Background: an optimization exercise with open tools, aiming at small area, a short achievable clock period and few clock cycles per item. Do not read the settings as production practice.
Where RTL was checked, it was by simulation tests only, not by an equivalence proof against the original.

==> v27 <==
Design midpoint_ellipse_rasterizer_top, start of the top module:
module midpoint_ellipse_rasterizer_top #(
  parameter int RADIUS_BITS = 10,
  parameter int COORD_BITS  = 11
) (
  input  wire logic                                   clk_i,
  input  wire logic                                   rst_ni,
  input  wire logic                                   cfg_we_i,
  input  wire logic [mer_pkg::CFG_IDX_W-1:0]          cfg_idx_i,
  input  wire logic [((COORD_BITS > RADIUS_BITS) ? COORD_BITS : RADIUS_BITS)-1:0] cfg_data_i,
  input  wire logic                                   in_valid_i,
  output logic                                        in_stall_o,
  input  wire logic                                   restart_i,
  output logic                                        out_valid_o,
  input  wire logic                                   out_stall_i,
  output logic signed [mer_pkg::PIX_W-1:0]            pixel_x_o,
  output logic signed [mer_pkg::PIX_W-1:0]            pixel_y_o,
  output logic                                        last_o,
  output logic                                        finished_o
);
Settings: LEC_CHECK=0, CAP_MARGIN=20, CORE_MARGIN=2, CORE_UTILIZATION=40, CTS_CLUSTER_DIAMETER=70, CTS_CLUSTER_SIZE=20, SETUP_SLACK_MARGIN=5, SLEW_MARGIN=20; clock period 10.0 ns.
standard.sh (not shown) runs the stock make flow with config.mk's settings and CLKGATE_MAP_FILE= SYNTH_SCRIPT=/design/flow/synth_recipe.tcl, a recipe that flattens the netlist after the stock synthesis.
==> flow/flow/run.sh <==
#!/bin/bash
set -euo pipefail
bash standard.sh SETUP_SLACK_MARGIN=6.8 finish > standard_flow.log 2>&1
==> v1: changes against v27 <==
--- a/flow/design.v
+++ b/flow/design.v
@@ -109,127 +109,117 @@
   logic        dec_valid_q;            
   logic        sw2_q, init1_q, init2_q;
   logic        rs_q, m1_q, m2_q;       
   logic [3:0]  mcnt_q;
   logic        step_a, sw1_a, sw2_a, i1_a, act_a;   
   logic        ka0, ka1, ka2, ka3;     
   logic        kb2;                    
+  logic        xen_q, yen_q, b2_q;     
+  logic [10:0] zq;                     
   logic        step_b, sw1_b, sw2_b, i1_b, act_b, kb0, kb3;  
   logic [9:0]  x_q, y_q;
   logic [32:0] sx_q, sy_q;             
   logic [43:0] d_q;                    
   logic [19:0] rx2_q, ry2_q;
   logic        csx_q, csy_q;           
-  logic        c1_q, cp_q;             
+  logic        c1_q, c2_q, cp_q;       
   logic        cmp_q;
-  logic [10:0] wq, vq;                 
-  logic        cw1_q, cw2_q;           
-  logic        r1b, r2b;               
-  logic        ven_q, cb0_q;           
+  logic [10:0] xq, yq;                 
   logic        da_q, db_q;             
   logic        ca_q, cb_q;             
   logic [12:0] pix_x_q, pix_y_q;
   logic        last_q, fin_q;
   logic out_free, em_final, load, commit, take, accept, none_next;
   assign out_free  = !out_valid_q || !out_stall_i;
   assign em_final  = em_fin_q || (bcnt_q == 2'd3);
   assign load      = em_q && out_free && (!em_final || em_fin_q || dec_valid_q);
   assign commit    = load && em_final;
   assign take      = pend_q && (!step_q || commit);
   assign accept    = in_valid_i && !pend_q;
   assign none_next = none_q || (commit && !em_fin_q && (y_q == 10'd0));
-  logic        free_a, eng_idle, r1a, r2a;
-  logic [19:0] rsel;
-  logic [10:0] eight_ry2_a, eight_rx2_a, two_ry2_a, two_rx2_a, ry2_a, rx2_a, r4_a;
-  logic [10:0] sxn_a, syn_a, sxh_a, syh_a;
+  logic        free_a, eng_idle;
+  logic [10:0] eight_ry2_a, eight_rx2_a, two_ry2_a, two_rx2_a, ry2_a;
+  logic [10:0] sxn_a, syn_a, x_n, y_n;
   logic        csx_a, csy_a;
   assign free_a   = !act_a || ka3;
   assign eng_idle = !act_a && !act_b && !sw2_q;
-  assign r1a      = step_a && !reg2_q;
-  assign r2a      = step_a && reg2_q;
-  assign rsel     = reg2_q ? rx2_q : ry2_q;
   assign eight_ry2_a = ({11{ka0}} & {ry2_q[7:0], 3'b000}) | ({11{ka1}} & ry2_q[18:8]) |
                        ({11{ka2}} & {10'd0, ry2_q[19]});
   assign eight_rx2_a = ({11{ka0}} & {rx2_q[7:0], 3'b000}) | ({11{ka1}} & rx2_q[18:8]) |
                        ({11{ka2}} & {10'd0, rx2_q[19]});
   assign two_ry2_a   = ({11{ka0}} & {ry2_q[9:0], 1'b0}) | ({11{ka1}} & {1'b0, ry2_q[19:10]});
   assign two_rx2_a   = ({11{ka0}} & {rx2_q[9:0], 1'b0}) | ({11{ka1}} & {1'b0, rx2_q[19:10]});
   assign ry2_a       = ({11{ka0}} & ry2_q[10:0]) | ({11{ka1}} & {2'b00, ry2_q[19:11]});
-  assign rx2_a       = ({11{ka0}} & rx2_q[10:0]) | ({11{ka1}} & {2'b00, rx2_q[19:11]});
-  assign r4_a        = ({11{ka0}} & {rsel[8:0], 2'b00}) | ({11{ka1}} & rsel[19:9]);
   logic [12:0] sxa_w, sya_w;
   assign sxa_w = {1'b0, sx_q[10:0], 1'b1} + {1'b0, eight_ry2_a, !ka0 && csx_q};
   assign sya_w = {1'b0, sy_q[10:0], 1'b1} + {1'b0, ~eight_rx2_a, ka0 || csy_q};
   assign csx_a = sxa_w[12];
   assign csy_a = sya_w[12];
   assign sxn_a = sxa_w[11:1];
   assign syn_a = sya_w[11:1];
-  assign sxh_a = {sx_q[11] && !ka2, sx_q[10:1]} & {11{!ka3}};
-  assign syh_a = {sy_q[11] && !ka2, sy_q[10:1]} & {11{!ka3}};
-  logic [10:0] pa, qa, ra, v_n, w_n, ws, wm, wc;
-  logic        wcin, cw_a;
   always_comb begin
-    pa   = 11'd0;
-    qa   = 11'd0;
-    ra   = 11'd0;
-    wcin = 1'b0;
-    v_n  = 11'd0;
-    if (r1a) begin
-      pa  = sx_q[10:0] & {11{!ka3}};
-      qa  = eight_ry2_a;
-      ra  = r4_a;
-      v_n = ka3 ? 11'h7ff : ~syn_a;
-    end
-    if (r2a) begin
-      pa   = ~(sy_q[10:0] & {11{!ka3}});
-      qa   = eight_rx2_a;
-      ra   = r4_a;
-      wcin = 1'b1;
-      v_n  = ka3 ? 11'd0 : sxn_a;
+    x_n = 11'd0;
+    y_n = 11'd0;
+    if (step_a && !ka3) begin
+        x_n = sxn_a;
+        y_n = ~syn_a & {9'h1ff, !ka0, !ka0};
+    end
+    if (step_a && ka3) begin
+        y_n = 11'h7ff;
     end
     if (sw1_a) begin
-      pa   = ~sxh_a;
-      qa   = rx2_a;
-      wcin = 1'b1;
-      v_n  = ~syh_a;
+        x_n = ~({sx_q[11] && !ka2, sx_q[10:1]} & {11{!ka3}});
+        y_n = ~({sy_q[11] && !ka2, sy_q[10:1]} & {11{!ka3}});
     end
     if (sw2_a) begin
-      pa   = two_rx2_a;
-      qa   = ~two_ry2_a;
-      wcin = 1'b1;
-      v_n  = ~ry2_a;
-    end
-    if (i1_a) begin
-      ra  = r4_a;
+        x_n = two_rx2_a;
+        y_n = ~ry2_a;
     end
   end
-  logic [12:0] w_w;
-  assign ws   = pa ^ qa ^ ra;
-  assign wm   = (pa & qa) | (pa & ra) | (qa & ra);
-  assign wc   = {wm[9:0], ka0 ? wcin : cw1_q};
-  assign w_w  = {1'b0, ws, 1'b1} + {1'b0, wc, !ka0 && cw2_q};
-  assign w_n  = w_w[11:1];
-  assign cw_a = w_w[12];
-  logic [10:0] sxnew, synew, opv, dop, s1, m1, c1v, dsum;
+  logic        two_cin;
+  logic [10:0] sxnew, synew;
+  logic [19:0] rsel;
+  logic [10:0] z_n;
+  logic [10:0] opx, opy, opz, dop;
+  logic [10:0] s1, m1, c1v, s2, m2, c2v, dsum;
   logic [12:0] cpa_w;
   logic        dco;
-  assign sxnew = (r2b && da_q) ? vq : sx_q[32:22];
-  assign synew = (r1b && db_q) ? ~vq : sy_q[32:22];
-  assign opv   = ven_q ? vq : 11'd0;
+  assign two_cin = sw1_b || sw2_b;
+  assign sxnew = (step_b && da_q) ? xq : i1_b ? 11'd0 : sx_q[32:22];
+  assign synew = (step_b && db_q) ? {~yq[10:2], kb0 ? 2'b00 : ~yq[1:0]} : sy_q[32:22];
+  assign rsel = reg2_q ? rx2_q : ry2_q;
+  always_comb begin
+    z_n = 11'd0;
+    if (step_a || i1_a) begin
+      if (ka0) z_n = {rsel[8:0], 2'b00};
+      if (ka1) z_n = rsel[19:9];
+    end
+    if (sw1_a) begin
+      if (ka0) z_n = rx2_q[10:0];
+      if (ka1) z_n = {2'b00, rx2_q[19:11]};
+    end
+    if (sw2_a) z_n = ~two_ry2_a;
+  end
+  assign opx = (xen_q ? xq : 11'd0) | {8'd0, b2_q, 2'b00};
+  assign opy = yen_q ? yq : 11'd0;
+  assign opz = zq;
   assign dop   = i1_b ? 11'd0 : d_q[10:0];
-  assign s1    = dop ^ wq ^ opv;
-  assign m1    = (dop & wq) | (dop & opv) | (wq & opv);
-  assign c1v   = {m1[9:0], kb0 ? cb0_q : c1_q};
-  assign cpa_w = {1'b0, s1, 1'b1} + {1'b0, c1v, !kb0 && cp_q};
+  assign s1    = dop ^ opx ^ opy;
+  assign m1    = (dop & opx) | (dop & opy) | (opx & opy);
+  assign c1v   = {m1[9:0], kb0 ? two_cin : c1_q};
+  assign s2    = s1 ^ c1v ^ opz;
+  assign m2    = (s1 & c1v) | (s1 & opz) | (c1v & opz);
+  assign c2v   = {m2[9:0], !kb0 && c2_q};
+  assign cpa_w = {1'b0, s2, 1'b1} + {1'b0, c2v, kb0 ? sw1_b : cp_q};
   assign dsum  = cpa_w[11:1];
   assign dco   = cpa_w[12];
   logic [12:0] cmp_w;
   logic        sw_now;
   assign cmp_w  = {1'b0, sxnew, 1'b1} + {1'b0, ~synew, kb0 || cmp_q};
-  assign sw_now = r1b && kb2 && cmp_w[12];
+  assign sw_now = step_b && kb2 && cmp_w[12] && !reg2_q;
   logic reg2_n;
   logic       issue_sw1, issue_sw2, issue_i1, issue_i2, issue_step;
   always_comb begin
     issue_sw1  = 1'b0;
     issue_sw2  = 1'b0;
     issue_i1   = 1'b0;
     issue_i2   = 1'b0;
@@ -272,16 +262,14 @@
       i1_a        <= 1'b0;
       act_a       <= 1'b0;
       ka0         <= 1'b1;
       ka1         <= 1'b0;
       ka2         <= 1'b0;
       ka3         <= 1'b0;
       step_b      <= 1'b0;
-      r1b         <= 1'b0;
-      r2b         <= 1'b0;
       sw1_b       <= 1'b0;
       sw2_b       <= 1'b0;
       i1_b        <= 1'b0;
       act_b       <= 1'b0;
       kb0         <= 1'b0;
       kb3         <= 1'b0;
       kb2         <= 1'b0;
@@ -297,16 +285,14 @@
         act_a  <= issue_sw1 || issue_sw2 || issue_i1 || issue_i2 || issue_step;
       end
       ka0         <= free_a;
       ka1         <= !free_a && ka0;
       ka2         <= !free_a && ka1;
       ka3         <= !free_a && ka2;
       step_b      <= step_a;
-      r1b         <= r1a;
-      r2b         <= r2a;
       sw1_b       <= sw1_a;
       sw2_b       <= sw2_a;
       i1_b        <= i1_a;
       act_b       <= act_a;
       kb2         <= ka2;
       kb0         <= ka0;
       kb3         <= ka3;
@@ -379,55 +365,52 @@
     end
   end
   logic [10:0] msx, msy;
   logic [23:0] msp;
   assign msx = {1'b0, rx2_q[19:10]} + (rx2_q[0] ? {1'b0, rx_q} : 11'd0);
   assign msy = {1'b0, ry2_q[19:10]} + (ry2_q[0] ? {1'b0, ry_q} : 11'd0);
   assign msp = {1'b0, sy_q[32:10]} + (sy_q[0] ? {1'b0, rx2_q, 3'b000} : 24'd0);
-  logic rot_x, wb_x, rot_y, wb_y, ins_x, ins_y;
-  logic [10:0] insv_x;
-  assign rot_x  = act_a && !ka3;
-  assign wb_x   = act_b && !kb3;
-  assign rot_y  = rot_x && !i1_a;
-  assign wb_y   = wb_x && !i1_b;
-  assign ins_x  = r1a || i1_a;
-  assign ins_y  = r2a;
-  assign insv_x = i1_a ? 11'd0 : sxn_a;
+  logic rot_x, wb_x, rot_y, wb_y;
+  assign rot_x = act_a && !ka3;
+  assign wb_x  = act_b && !kb3;
+  assign rot_y = rot_x && !i1_a;
+  assign wb_y  = wb_x && !i1_b;
   logic rs_go;
   assign rs_go = rs_q && eng_idle;
   always_ff @(posedge clk_i) begin
     csx_q <= csx_a;
     csy_q <= csy_a;
-    cw1_q <= wm[10];
-    cw2_q <= cw_a;
-    wq    <= w_n;
-    vq    <= v_n;
+    zq    <= z_n;
     c1_q  <= m1[10];
+    c2_q  <= m2[10];
     cp_q  <= dco;
     cmp_q <= cmp_w[12];
+    xq    <= x_n;
+    yq    <= y_n;
     if (act_b) d_q <= {dsum, d_q[43:11]};
     da_q  <= da_n;
     db_q  <= db_n;
-    ven_q <= r1a ? db_n : r2a ? da_n : 1'b1;
-    cb0_q <= (r1a && db_n) || sw1_a;
+    xen_q <= !step_a || da_n;
+    yen_q <= !step_a || db_n;
+    b2_q  <= step_a && ka0 && db_n;
     if (step_b && kb0) begin
       ca_q <= da_q;
       cb_q <= db_q;
     end
     if (rot_x) begin
-      sx_q <= {ins_x ? insv_x : sx_q[10:0], wb_x ? sxnew : sx_q[32:22], sx_q[21:11]};
+      sx_q <= {sx_q[10:0], wb_x ? sxnew : sx_q[32:22], sx_q[21:11]};
     end else if (wb_x) begin
       sx_q[32:22] <= sxnew;
     end
     if (m2_q) begin
       sy_q <= {msp, sy_q[9:1]};
     end else if (m1_q && mcnt_q == 4'd9) begin
       sy_q <= {23'd0, ry_q};
     end else if (rot_y) begin
-      sy_q <= {ins_y ? syn_a : sy_q[10:0], wb_y ? synew : sy_q[32:22], sy_q[21:11]};
+      sy_q <= {sy_q[10:0], wb_y ? synew : sy_q[32:22], sy_q[21:11]};
     end else if (wb_y) begin
       sy_q[32:22] <= synew;
     end
     if (rs_go) begin
       rx2_q <= {10'd0, rx_q};
       ry2_q <= {10'd0, ry_q};
       x_q   <= 10'd0;
==> flow/flow/run.sh (replaced) <==
#!/bin/bash
set -euo pipefail
bash standard.sh SETUP_SLACK_MARGIN=7.0 finish > standard_flow.log 2>&1
==> results.json <==
{
  "outcome": "no timing/DRC/antenna violations",
  "grt_max_degree": 65,
  "synth_seq_cells": 314,
  "nClkBuffers": 31,
  "multi_input_area_share_pct": 49.1,
  "dr.pass1.iters": 6,
  "netlist_instances": 2062,
  "clock_area_share_pct": 4.51,
  "synth_compound_area_share_pct": 17.4
}
the above is filed under v27

==> results.json <==
{
  "outcome": "no timing/DRC/antenna violations",
  "nClkBuffers": 32,
  "clock_area_share_pct": 3.89,
  "grt_max_degree": 73,
  "dr.pass1.iters": 5,
  "synth_compound_area_share_pct": 15.6,
  "netlist_instances": 1881,
  "synth_seq_cells": 325,
  "multi_input_area_share_pct": 47.9
}
the above is filed under v1

Testbench counts of v1, summed over its fixed seeds: cycles 64,740, beats 62,804.
No functional check of the RTL was part of v27.

* * *

==> job 2756 <==
Another version of the RTL of midpoint_ellipse_rasterizer_top (not shown whole).
// midpoint_ellipse_rasterizer_top
module midpoint_ellipse_rasterizer_top #(
  parameter int RADIUS_BITS = 10,
  parameter int COORD_BITS  = 11
) (
  input  wire logic                                   clk_i,
  input  wire logic                                   rst_ni,
  input  wire logic                                   cfg_we_i,
  input  wire logic [mer_pkg::CFG_IDX_W-1:0]          cfg_idx_i,
  input  wire logic [((COORD_BITS > RADIUS_BITS) ? COORD_BITS : RADIUS_BITS)-1:0] cfg_data_i,
  input  wire logic                                   in_valid_i,
  output logic                                        in_stall_o,
  input  wire logic                                   restart_i,
  output logic                                        out_valid_o,
  input  wire logic                                   out_stall_i,
  output logic signed [mer_pkg::PIX_W-1:0]            pixel_x_o,
  output logic signed [mer_pkg::PIX_W-1:0]            pixel_y_o,
  output logic                                        last_o,
  output logic                                        finished_o
);
export LEC_CHECK = 0
export CAP_MARGIN = 20
export CORE_MARGIN = 2
export CORE_UTILIZATION = 40
export CTS_BUF_LIST = sky130_fd_sc_hd__clkbuf_4
export SETUP_SLACK_MARGIN = 5
export SLEW_MARGIN = 20
create_clock -name core_clock -period 10.0 [get_ports {clk_i}]
==> flow/flow/run.sh <==
#!/bin/bash
set -euo pipefail
bash standard.sh SETUP_SLACK_MARGIN=6.8 finish > standard_flow.log 2>&1
==> inputs of job 1757, as changes to job 2756 <==
--- a/flow/design.v
+++ b/flow/design.v
@@ -110,69 +110,70 @@
   logic        sw2_q, init1_q, init2_q;
   logic        rs_q, m1_q, m2_q;       
   logic [3:0]  mcnt_q;
   logic        step_a, sw1_a, sw2_a, i1_a, act_a;   
   logic        ka0, ka1, ka2, ka3;     
   logic        kb2;                    
   logic        xen_q, yen_q, b2_q;     
+  logic        den_q;                  
   logic [10:0] zq;                     
   logic        step_b, sw1_b, sw2_b, i1_b, act_b, kb0, kb3;  
   logic [9:0]  x_q, y_q;
   logic [32:0] sx_q, sy_q;             
   logic [43:0] d_q;                    
   logic [19:0] rx2_q, ry2_q;
-  logic [10:0] sxn_p, syn_p;           
   logic        csx_q, csy_q;           
   logic        c1_q, c2_q, cp_q;       
   logic        cmp_q;
-  logic [1:0]  pax_q, pay_q;           
   logic [10:0] xq, yq;                 
   logic        da_q, db_q;             
   logic        ca_q, cb_q;             
   logic [12:0] pix_x_q, pix_y_q;
   logic        last_q, fin_q;
   logic out_free, em_final, load, commit, take, accept, none_next;
   assign out_free  = !out_valid_q || !out_stall_i;
   assign em_final  = em_fin_q || (bcnt_q == 2'd3);
   assign load      = em_q && out_free && (!em_final || em_fin_q || dec_valid_q);
   assign commit    = load && em_final;
   assign take      = pend_q && (!step_q || commit);
   assign accept    = in_valid_i && !pend_q;
   assign none_next = none_q || (commit && !em_fin_q && (y_q == 10'd0));
   logic        free_a, eng_idle;
-  logic [10:0] two_ry2_a, two_rx2_a, sxn_a, syn_a;
+  logic [10:0] eight_ry2_a, eight_rx2_a, two_ry2_a, two_rx2_a, ry2_a;
+  logic [10:0] sxn_a, syn_a, x_n, y_n;
   logic        csx_a, csy_a;
   assign free_a   = !act_a || ka3;
   assign eng_idle = !act_a && !act_b && !sw2_q;
-  assign two_ry2_a = ({11{ka0}} & {ry2_q[9:0], 1'b0}) | ({11{ka1}} & {1'b0, ry2_q[19:10]});
-  assign two_rx2_a = ({11{ka0}} & {rx2_q[9:0], 1'b0}) | ({11{ka1}} & {1'b0, rx2_q[19:10]});
+  assign eight_ry2_a = ({11{ka0}} & {ry2_q[7:0], 3'b000}) | ({11{ka1}} & ry2_q[18:8]) |
+                       ({11{ka2}} & {10'd0, ry2_q[19]});
+  assign eight_rx2_a = ({11{ka0}} & {rx2_q[7:0], 3'b000}) | ({11{ka1}} & rx2_q[18:8]) |
+                       ({11{ka2}} & {10'd0, rx2_q[19]});
+  assign two_ry2_a   = ({11{ka0}} & {ry2_q[9:0], 1'b0}) | ({11{ka1}} & {1'b0, ry2_q[19:10]});
+  assign two_rx2_a   = ({11{ka0}} & {rx2_q[9:0], 1'b0}) | ({11{ka1}} & {1'b0, rx2_q[19:10]});
+  assign ry2_a       = ({11{ka0}} & ry2_q[10:0]) | ({11{ka1}} & {2'b00, ry2_q[19:11]});
   logic [12:0] sxa_w, sya_w;
-  assign sxa_w = {1'b0, sx_q[10:0], 1'b1} + {1'b0, two_ry2_a, !ka0 && csx_q};
-  assign sya_w = {1'b0, sy_q[10:0], 1'b1} + {1'b0, ~two_rx2_a, ka0 || csy_q};
+  assign sxa_w = {1'b0, sx_q[10:0], 1'b1} + {1'b0, eight_ry2_a, !ka0 && csx_q};
+  assign sya_w = {1'b0, sy_q[10:0], 1'b1} + {1'b0, ~eight_rx2_a, ka0 || csy_q};
   assign csx_a = sxa_w[12];
   assign csy_a = sya_w[12];
-  assign sxn_a = {sxa_w[11] && !ka2, sxa_w[10:1]};
-  assign syn_a = {sya_w[11] && !ka2, sya_w[10:1]};
-  logic [10:0] vx_a, vy_a, x_n, y_n, ry2_a;
-  logic [1:0]  pax, pay;
-  assign vx_a  = ka3 ? 11'd0 : step_a ? sxn_a : sx_q[10:0];
-  assign vy_a  = ka3 ? 11'd0 : step_a ? syn_a : sy_q[10:0];
-  assign pax   = ka0 ? 2'b00 : pax_q;
-  assign pay   = ka0 ? 2'b00 : pay_q;
-  assign ry2_a = ({11{ka0}} & ry2_q[10:0]) | ({11{ka1}} & {2'b00, ry2_q[19:11]});
+  assign sxn_a = sxa_w[11:1];
+  assign syn_a = sya_w[11:1];
   always_comb begin
     x_n = 11'd0;
     y_n = 11'd0;
-    if (step_a) begin
-        x_n = {vx_a[8:0], pax};
-        y_n = ~{vy_a[8:0], pay} & {9'h1ff, !ka0, !ka0};
+    if (step_a && !ka3) begin
+        x_n = sxn_a;
+        y_n = ~syn_a & {9'h1ff, !ka0, !ka0};
+    end
+    if (step_a && ka3) begin
+        y_n = 11'h7ff;
     end
     if (sw1_a) begin
-        x_n = ~{vx_a[9:0], pax[1]};
-        y_n = ~{vy_a[9:0], pay[1]};
+        x_n = ~({sx_q[11] && !ka2, sx_q[10:1]} & {11{!ka3}});
+        y_n = ~({sy_q[11] && !ka2, sy_q[10:1]} & {11{!ka3}});
     end
     if (sw2_a) begin
         x_n = two_rx2_a;
         y_n = ~ry2_a;
     end
   end
   logic        two_cin;
@@ -180,16 +181,16 @@
   logic [19:0] rsel;
   logic [10:0] z_n;
   logic [10:0] opx, opy, opz, dop;
   logic [10:0] s1, m1, c1v, s2, m2, c2v, dsum;
   logic [12:0] cpa_w;
   logic        dco;
   assign two_cin = sw1_b || sw2_b;
-  assign sxnew = (step_b && da_q) ? sxn_p : i1_b ? 11'd0 : sx_q[32:22];
-  assign synew = (step_b && db_q) ? syn_p : sy_q[32:22];
+  assign sxnew = (step_b && da_q) ? xq : i1_b ? 11'd0 : sx_q[32:22];
+  assign synew = (step_b && db_q) ? {~yq[10:2], kb0 ? 2'b00 : ~yq[1:0]} : sy_q[32:22];
   assign rsel = reg2_q ? rx2_q : ry2_q;
   always_comb begin
     z_n = 11'd0;
     if (step_a || i1_a) begin
       if (ka0) z_n = {rsel[8:0], 2'b00};
       if (ka1) z_n = rsel[19:9];
     end
@@ -198,15 +199,15 @@
       if (ka1) z_n = {2'b00, rx2_q[19:11]};
     end
     if (sw2_a) z_n = ~two_ry2_a;
   end
   assign opx = (xen_q ? xq : 11'd0) | {8'd0, b2_q, 2'b00};
   assign opy = yen_q ? yq : 11'd0;
   assign opz = zq;
-  assign dop   = i1_b ? 11'd0 : d_q[10:0];
+  assign dop   = den_q ? d_q[10:0] : 11'd0;
   assign s1    = dop ^ opx ^ opy;
   assign m1    = (dop & opx) | (dop & opy) | (opx & opy);
   assign c1v   = {m1[9:0], kb0 ? two_cin : c1_q};
   assign s2    = s1 ^ c1v ^ opz;
   assign m2    = (s1 & c1v) | (s1 & opz) | (c1v & opz);
   assign c2v   = {m2[9:0], !kb0 && c2_q};
   assign cpa_w = {1'b0, s2, 1'b1} + {1'b0, c2v, kb0 ? sw1_b : cp_q};
@@ -228,17 +229,18 @@
       if (sw_now)          issue_sw1  = 1'b1;
       else if (sw2_q)      issue_sw2  = 1'b1;
       else if (init1_q)    issue_i1   = 1'b1;
       else if (init2_q)    issue_i2   = 1'b1;
       else if (pass_req_q) issue_step = 1'b1;
     end
   end
-  logic da_n, db_n;
-  assign da_n = (act_b && kb3) ? (!reg2_n || dsum[10]) : da_q;
-  assign db_n = (act_b && kb3) ? (reg2_n || !dsum[10]) : db_q;
+  logic da_n, db_n, dfin;
+  assign dfin = act_b && kb3;
+  assign da_n = dfin ? (!reg2_q || dsum[10]) : da_q;
+  assign db_n = dfin ? (reg2_q || !dsum[10]) : db_q;
   assign reg2_n = reg2_q || issue_sw1;
   always_ff @(posedge clk_i or negedge rst_ni) begin
     if (!rst_ni) begin
       pend_q      <= 1'b0;
       pend_rs_q   <= 1'b0;
       step_q      <= 1'b0;
       em_q        <= 1'b0;
@@ -361,56 +363,53 @@
           em_fin_q   <= none_next;
           pass_req_q <= !none_next;
         end
       end
     end
   end
   logic [10:0] msx, msy;
-  logic [22:0] msp;
+  logic [23:0] msp;
   assign msx = {1'b0, rx2_q[19:10]} + (rx2_q[0] ? {1'b0, rx_q} : 11'd0);
   assign msy = {1'b0, ry2_q[19:10]} + (ry2_q[0] ? {1'b0, ry_q} : 11'd0);
-  assign msp = {1'b0, sy_q[31:10]} + (sy_q[0] ? {2'b00, rx2_q, 1'b0} : 23'd0);
+  assign msp = {1'b0, sy_q[32:10]} + (sy_q[0] ? {1'b0, rx2_q, 3'b000} : 24'd0);
   logic rot_x, wb_x, rot_y, wb_y;
   assign rot_x = act_a && !ka3;
   assign wb_x  = act_b && !kb3;
   assign rot_y = rot_x && !i1_a;
   assign wb_y  = wb_x && !i1_b;
   logic rs_go;
   assign rs_go = rs_q && eng_idle;
   always_ff @(posedge clk_i) begin
-    sxn_p <= sxn_a;
-    syn_p <= syn_a;
     csx_q <= csx_a;
     csy_q <= csy_a;
     zq    <= z_n;
     c1_q  <= m1[10];
     c2_q  <= m2[10];
     cp_q  <= dco;
     cmp_q <= cmp_w[12];
-    pax_q <= vx_a[10:9];
-    pay_q <= vy_a[10:9];
     xq    <= x_n;
     yq    <= y_n;
     if (act_b) d_q <= {dsum, d_q[43:11]};
     da_q  <= da_n;
     db_q  <= db_n;
-    xen_q <= !step_a || da_n;
-    yen_q <= !step_a || db_n;
+    xen_q <= (dfin ? (!step_a || !reg2_q) : (!step_a || da_q)) || (dfin && dsum[10]);
+    yen_q <= (dfin ? (!step_a || reg2_q) : (!step_a || db_q)) || (dfin && !dsum[10]);
     b2_q  <= step_a && ka0 && db_n;
+    den_q <= !i1_a;
     if (step_b && kb0) begin
       ca_q <= da_q;
       cb_q <= db_q;
     end
     if (rot_x) begin
       sx_q <= {sx_q[10:0], wb_x ? sxnew : sx_q[32:22], sx_q[21:11]};
     end else if (wb_x) begin
       sx_q[32:22] <= sxnew;
     end
     if (m2_q) begin
-      sy_q <= {1'b0, msp, sy_q[9:1]};
+      sy_q <= {msp, sy_q[9:1]};
     end else if (m1_q && mcnt_q == 4'd9) begin
       sy_q <= {23'd0, ry_q};
     end else if (rot_y) begin
       sy_q <= {sy_q[10:0], wb_y ? synew : sy_q[32:22], sy_q[21:11]};
     end else if (wb_y) begin
       sy_q[32:22] <= synew;
     end
==> flow/flow/run.sh (replaced) <==
#!/bin/bash
set -euo pipefail
bash standard.sh SETUP_SLACK_MARGIN=7.0 finish > standard_flow.log 2>&1
--- a/flow/config.mk
+++ b/flow/config.mk
@@ -4,10 +4,12 @@
 export VERILOG_FILES = /design/flow/design.v
 export SDC_FILE = /design/flow/constraint.sdc
 export NUM_CORES = 4
 export LEC_CHECK = 0
 export CAP_MARGIN = 20
 export CORE_MARGIN = 2
 export CORE_UTILIZATION = 40
-export CTS_BUF_LIST = sky130_fd_sc_hd__clkbuf_4
+export CTS_BUF_LIST = sky130_fd_sc_hd__clkbuf_8
+export CTS_CLUSTER_DIAMETER = 70
+export CTS_CLUSTER_SIZE = 20
 export SETUP_SLACK_MARGIN = 5
 export SLEW_MARGIN = 20
==> qor summary <==
DIE HEIGHT: job 1757 220 um; job 2756 224 um
Largest clock skew in the final design: job 1757 0.0303 ns; job 2756 0.0724 ns
Full die area: job 1757 48600 um2; job 2756 50100 um2
Average routed wire per standard cell: job 1757 20.7 um; job 2756 19.7 um
Reg-to-reg critical path startpoint: job 1757 yen_q; job 2756 i1_b
Core ar.: job 1757 46400 um2; job 2756 47700 um2
Top-area cell type share of the netlist area: job 1757 23.9%; job 2756 23.0%
Chip width: job 1757 220 um; job 2756 224 um
Post-CTS clock slew at the launch and capture registers of the worst setup and hold paths: job 1757 0.12 ns; job 2756 0.07 ns
Sequential cells: job 1757 326; job 2756 351
Arr. time, crit path: job 1757 4.02 ns; job 2756 4.24 ns
Met1 Use GR: job 1757 29.7%; job 2756 29.1%
Result of the run: job 1757 no timing/DRC/antenna violations; job 2756 no timing/DRC/antenna violations
Clock network area share: job 1757 3.06%; job 2756 5.72%
Number of multi-input logic gates: job 1757 1396; job 2756 1413
Testbench counts of job 2756, summed over its fixed seeds: cycles 64,740, beats 62,804.
For job 1757, only the layout was checked, not whether the RTL still works.

-- afterwards: timing with drivers on the ports --
In the flow no input, the clock included, has a driving cell. The finished layouts below were timed again as built, in two steps.
Step 1 sets driving cells, clkbuf_16 on the clock port and buf_2 on the other inputs (assumed; they add their load-dependent delay and slew).
Step 2 adds t to the input delays and takes it off the output delays; t is the mean of the earliest and latest rising clock arrival at the registers after step 1. Input paths then give back, and output paths get back, about the clock's delay inside the block.
Slacks: no drivers / after step 1 / after step 2; pairs: no drivers / after step 1.
run | t (ns) | slack for setup (ns) | hold WS [ns] | clock arrival spread, ns
v27 | 0.661 | 6.488 / 6.488 / 6.329 | 0.419 / 0.419 / 0.419 | 0.041 / 0.041
v1 | 0.617 | 6.641 / 6.641 / 6.549 | 0.424 / 0.424 / 0.424 | 0.025 / 0.025
job 2756 | 0.875 | 6.496 / 6.496 / 6.077 | 0.412 / 0.412 / 0.412 | 0.075 / 0.075
job 1757 | 0.695 | 6.507 / 6.507 / 6.396 | 0.416 / 0.416 / 0.416 | 0.031 / 0.032
After both steps setup and hold are still met in every run listed. For job 2756, which loses most, drivers alone change the setup slack by 0.000 ns; drivers and shift together by -0.419 ns.
